Source: an optimization exercise on an open RTL-to-GDS flow (aim: small area, a short achievable clock period and few clock cycles per item). Production flows keep margins and buffers that such runs may drop.
Only simulation tests tie the RTL to the original design; equivalence was not proved.

==> exp/raven <==
## hilo_md_unit
module hilo_md_unit #(
    parameter int DATA_W    = 32,
    parameter int DIV_CNT_W = 6
) (
    input  logic              cpu_clk_50M,
    input  logic              cpu_rst_n,
    input  logic              flush_i,
    input  logic              op_valid_i,
    output logic              op_ready_o,
    input  logic [2:0]        op_i,
    input  logic              sign_i,
    input  logic [DATA_W-1:0] src_a_i,
    input  logic [DATA_W-1:0] src_b_i,
    output logic [DATA_W-1:0] hi_o,
    output logic [DATA_W-1:0] lo_o,
    output logic              done_o
);
export LEC_CHECK = 0
export CAP_MARGIN = 20
export CORE_MARGIN = 2
export CORE_UTILIZATION = 40
export SLEW_MARGIN = 20
create_clock -name core_clock -period 14.0 [get_ports {cpu_clk_50M}]
run.sh (not shown) runs the stock make flow with config.mk's settings and CLKGATE_MAP_FILE= SYNTH_SCRIPT=/design/flow/synth_recipe.tcl, a recipe that flattens the netlist after the stock synthesis.
==> inputs of exp/fjord, as changes to exp/raven <==
--- a/flow/config.mk
+++ b/flow/config.mk
@@ -6,4 +6,5 @@
 export NUM_CORES = 4
 export LEC_CHECK = 0
+export ABC_AREA = 1
 export CAP_MARGIN = 20
 export CORE_MARGIN = 2
==> summary.txt <==
item	exp/fjord	exp/raven
Run status	no timing/DRC/antenna violations	no timing/DRC/antenna violations
Clock period minus final worst setup slack	10.86 ns	11.15 ns
Critical Path Stages	35	27
Cell with the most instances on the worst path	inv_1	ha_1
Cell area after placement	0.0521 mm²	0.0553 mm²
Register share of the cell area	10.6%	10.0%
Endpoint with the worst hold slack	quo_q[28]$_DFF_P_	hl_c_q[63]$_DFFE_PP0P_
Peak fanout along the critical path	40	44
Worst-skew pair later-pin latency	0.67 ns	0.65 ns
Worst max-slew margin expressed relative to the limit	18.2%	16.3%
Post-synthesis share of cell area spent on full adders, half adders and majority gates	29.9%	28.0%
Tap cells	1625	1755
Vias in the first global route	49459	51060
Routed wl met2	99000 µm	103000 µm
Final core occ	43.8%	43.1%
DR WL/cell	29.7 µm	29.6 µm
Maximum operating frequency	92.0 MHz	89.7 MHz
Endpoint of the worst-slack reg-to-reg timing path	hl_s_q[18]$_DFFE_PP0P_	hl_s_q[37]$_DFFE_PP0P_
Most frequently used cell type in the post-synthesis netlist	inv_1	nand2_1
Required time reported for the critical path endpoint	14.53 ns	14.47 ns
Count of routing violations after the opening detailed-route iteration	6793	7429
Die span in x	355 µm	367 µm
Total core area	0.122 mm²	0.131 mm²
Testbench counts of exp/raven, summed over its fixed seeds: cycles 16,740, ops 12,000.
Testbench counts of exp/fjord, summed over its fixed seeds: cycles 16,740, ops 12,000.

==> inputs of build 73 <==
Another version of the RTL of hilo_md_unit (not shown whole).
make LEC_CHECK=0 ABC_AREA=1 CAP_MARGIN=20 CORE_MARGIN=2 CORE_UTILIZATION=40 SETUP_SLACK_MARGIN=5 SLEW_MARGIN=20 finish   # period 14.0 ns
==> build 49: changes against build 73 <==
--- a/flow/design.v
+++ b/flow/design.v
@@ -828,60 +828,59 @@
     end
     logic              w_qn;
     logic [DATA_W-1:0] w_q_res, w_r_res;
     assign w_qn    = qneg_q & (|w_q_end);
     assign w_q_res = w_q_end ^ {DATA_W{w_qn}};
     assign w_r_res = w_r_end ^ {DATA_W{rneg_q}};
+    logic            w_ld_mul, w_div_end, w_div_start;
+    logic [c_w2-1:0] w_s_oth, w_c_oth;
+    assign w_ld_mul    = w_accept & ((op_i == c_op_mult) | (op_i == c_op_madd) |
+                                     (op_i == c_op_msub));
+    assign w_div_end   = busy_q & ~flush_i & (cnt_q == '0);
+    assign w_div_start = w_accept & (op_i == c_op_div) & ~w_b_zero & ~w_div_quick;
+    always_comb begin : hl_other
+        w_s_oth = hl_s_q;
+        w_c_oth = hl_c_q;
+        if (w_div_end) begin
+            w_s_oth = {w_r_res, w_q_res};
+            w_c_oth = {{(DATA_W-1){1'b0}}, rneg_q, {(DATA_W-1){1'b0}}, w_qn};
+        end else if (w_accept) begin
+            case (op_i)
+                c_op_mthi: begin
+                    w_s_oth = {src_a_i, w_hl[DATA_W-1:0]};
+                    w_c_oth = '0;
+                end
+                c_op_mtlo: begin
+                    w_s_oth = {w_hl[c_w2-1:DATA_W], src_a_i};
+                    w_c_oth = '0;
+                end
+                c_op_div: begin
+                    if (w_b_zero) begin
+                        w_s_oth = {src_a_i, {DATA_W{1'b1}}};
+                        w_c_oth = '0;
+                    end else if (w_div_quick) begin
+                        w_s_oth = {src_a_i, {DATA_W{1'b0}}};
+                        w_c_oth = '0;
+                    end
+                end
+                default: ;
+            endcase
+        end
+    end
     always_ff @(posedge cpu_clk_50M or posedge cpu_rst_n) begin
         if (cpu_rst_n) begin
             busy_q <= 1'b0;
             done_q <= 1'b0;
             hl_s_q <= '0;
             hl_c_q <= '0;
         end else begin
-            done_q <= 1'b0;
-            if (busy_q) begin
-                if (flush_i) begin
-                    busy_q <= 1'b0;
-                end else if (cnt_q == '0) begin
-                    busy_q <= 1'b0;
-                    done_q <= 1'b1;
-                    hl_s_q <= {w_r_res, w_q_res};
-                    hl_c_q <= {{(DATA_W-1){1'b0}}, rneg_q, {(DATA_W-1){1'b0}}, w_qn};
-                end
-            end else if (w_accept) begin
-                case (op_i)
-                    c_op_mthi: begin
-                        hl_s_q <= {src_a_i, w_hl[DATA_W-1:0]};
-                        hl_c_q <= '0;
-                    end
-                    c_op_mtlo: begin
-                        hl_s_q <= {w_hl[c_w2-1:DATA_W], src_a_i};
-                        hl_c_q <= '0;
-                    end
-                    c_op_mult, c_op_madd, c_op_msub: begin
-                        hl_s_q <= w_tree_s;
-                        hl_c_q <= w_tree_c;
-                        done_q <= 1'b1;
-                    end
-                    c_op_div: begin
-                        if (w_b_zero) begin
-                            hl_s_q <= {src_a_i, {DATA_W{1'b1}}};
-                            hl_c_q <= '0;
-                            done_q <= 1'b1;
-                        end else if (w_div_quick) begin
-                            hl_s_q <= {src_a_i, {DATA_W{1'b0}}};
-                            hl_c_q <= '0;
-                            done_q <= 1'b1;
-                        end else begin
-                            busy_q <= 1'b1;
-                        end
-                    end
-                    default: ;
-                endcase
-            end
+            busy_q <= busy_q ? ~(flush_i | (cnt_q == '0)) : w_div_start;
+            done_q <= w_div_end | w_ld_mul |
+                      (w_accept & (op_i == c_op_div) & (w_b_zero | w_div_quick));
+            hl_s_q <= w_ld_mul ? w_tree_s : w_s_oth;
+            hl_c_q <= w_ld_mul ? w_tree_c : w_c_oth;
         end
     end
     always_ff @(posedge cpu_clk_50M) begin
         if (busy_q) begin
             rem_q <= w_r_end;
             quo_q <= w_q33;
==> flow/flow/run.sh (new file) <==
#!/bin/bash
set -euo pipefail
export SETUP_SLACK_MARGIN=5.5
export BUFFER_PORTS_ARGS="-buffer_cell sky130_fd_sc_hd__buf_4"
bash standard.sh finish > standard.log 2>&1
==> flow/standard.sh (new file) <==
#!/bin/bash
# synth_recipe.tcl (not shown) runs the flow's synth.tcl, then flattens the netlist and writes it again
# the make line also repeats each setting of config.mk as NAME=value (left out here)
make -C /OpenROAD-flow-scripts/flow DESIGN_CONFIG=/design/flow/config.mk WORK_HOME=/design/flow/orfs CLKGATE_MAP_FILE= SYNTH_SCRIPT=/design/flow/synth_recipe.tcl "${@:-finish}"
--- a/flow/config.mk
+++ b/flow/config.mk
@@ -6,8 +6,7 @@
 export NUM_CORES = 4
 export LEC_CHECK = 0
 export ABC_AREA = 1
 export CAP_MARGIN = 20
 export CORE_MARGIN = 2
 export CORE_UTILIZATION = 40
-export SETUP_SLACK_MARGIN = 5
 export SLEW_MARGIN = 20
removed: flow/run.sh
==> qor summary <==
Status: build 49 no timing/DRC/antenna violations; build 73 no timing/DRC/antenna violations
Routed length on met1: build 49 80.7 mm; build 73 84.2 mm
Invs w/o clock: build 49 637; build 73 561
Routed wire length on met3: build 49 26.8 mm; build 73 27.2 mm
Placed instance area: build 49 0.0498 sq mm; build 73 0.0503 sq mm
Die Area: build 49 0.121 sq mm; build 73 0.122 sq mm
Number of instances on the worst hold path: build 49 2; build 73 3
Vias per cell: build 49 6.27; build 73 6.19
Filler cells: build 49 11.7k; build 73 11.7k
Floorplan die width: build 49 348 um; build 73 349 um
Proportion of cell area occupied by registers: build 49 10.8%; build 73 10.8%
Total detailed-routing wirelength: build 49 220 mm; build 73 212 mm
RSZ-0062 raised after global routing: build 49 false; build 73 true
Inserted Clock Buffers: build 49 40; build 73 30
#MultiIn Comb: build 49 4722; build 73 4668
Hold endpoint: build 49 hl_s_q[61]; build 73 cnt_q[0]
GR met3 Demand/Resource: build 49 11.2%; build 73 9.86%
Global-route usage over all layers: build 49 36.0%; build 73 34.3%
First-pass GRT wire length: build 49 322 mm; build 73 309 mm
Area share of xor/xnor cells in the synthesized design: build 49 14.0%; build 73 14.2%
Maximum fanout along the worst path: build 49 35; build 73 36
Post-route cell area: build 49 0.0525 sq mm; build 73 0.0522 sq mm
Worst hold slack: build 49 0.517 ns; build 73 0.517 ns
Testbench counts of build 73, summed over its fixed seeds: cycles 15,359, ops 12,000.
Testbench counts of build 49, summed over its fixed seeds: cycles 15,359, ops 12,000.

## static timing again, ports no longer ideal
In the flow no input, the clock included, has a driving cell. The finished layouts below were timed again as built, in two steps.
Step 1 sets driving cells, clkbuf_16 on the clock port and buf_2 on the other inputs (assumed; they add their load-dependent delay and slew).
Step 2 also shifts input and output timing later by t, the mid clock arrival at the registers, as if the neighbouring blocks saw the same clock.
a / b / c = ideal ports / drivers / drivers and shift; a / b = the first two.
| run | t, ns | setup slack, ns | worst setup path at the end | worst register clock-pin slew, ns |
|---|---|---|---|---|
| exp/raven | 0.694 | 2.853 / 2.892 / 2.198 | input to register | 0.07 / 0.07 |
| exp/fjord | 0.724 | 3.135 / 3.188 / 2.464 | input to register | 0.07 / 0.07 |
| build 73 | 0.701 | 5.198 / 5.172 / 4.472 | input to register | 0.08 / 0.08 |
| build 49 | 0.707 | 5.476 / 5.514 / 4.807 | input to register | 0.07 / 0.07 |
After both steps setup and hold are still met in every run listed. For build 73, which loses most, drivers alone change the setup slack by -0.026 ns; drivers and shift together by -0.726 ns.
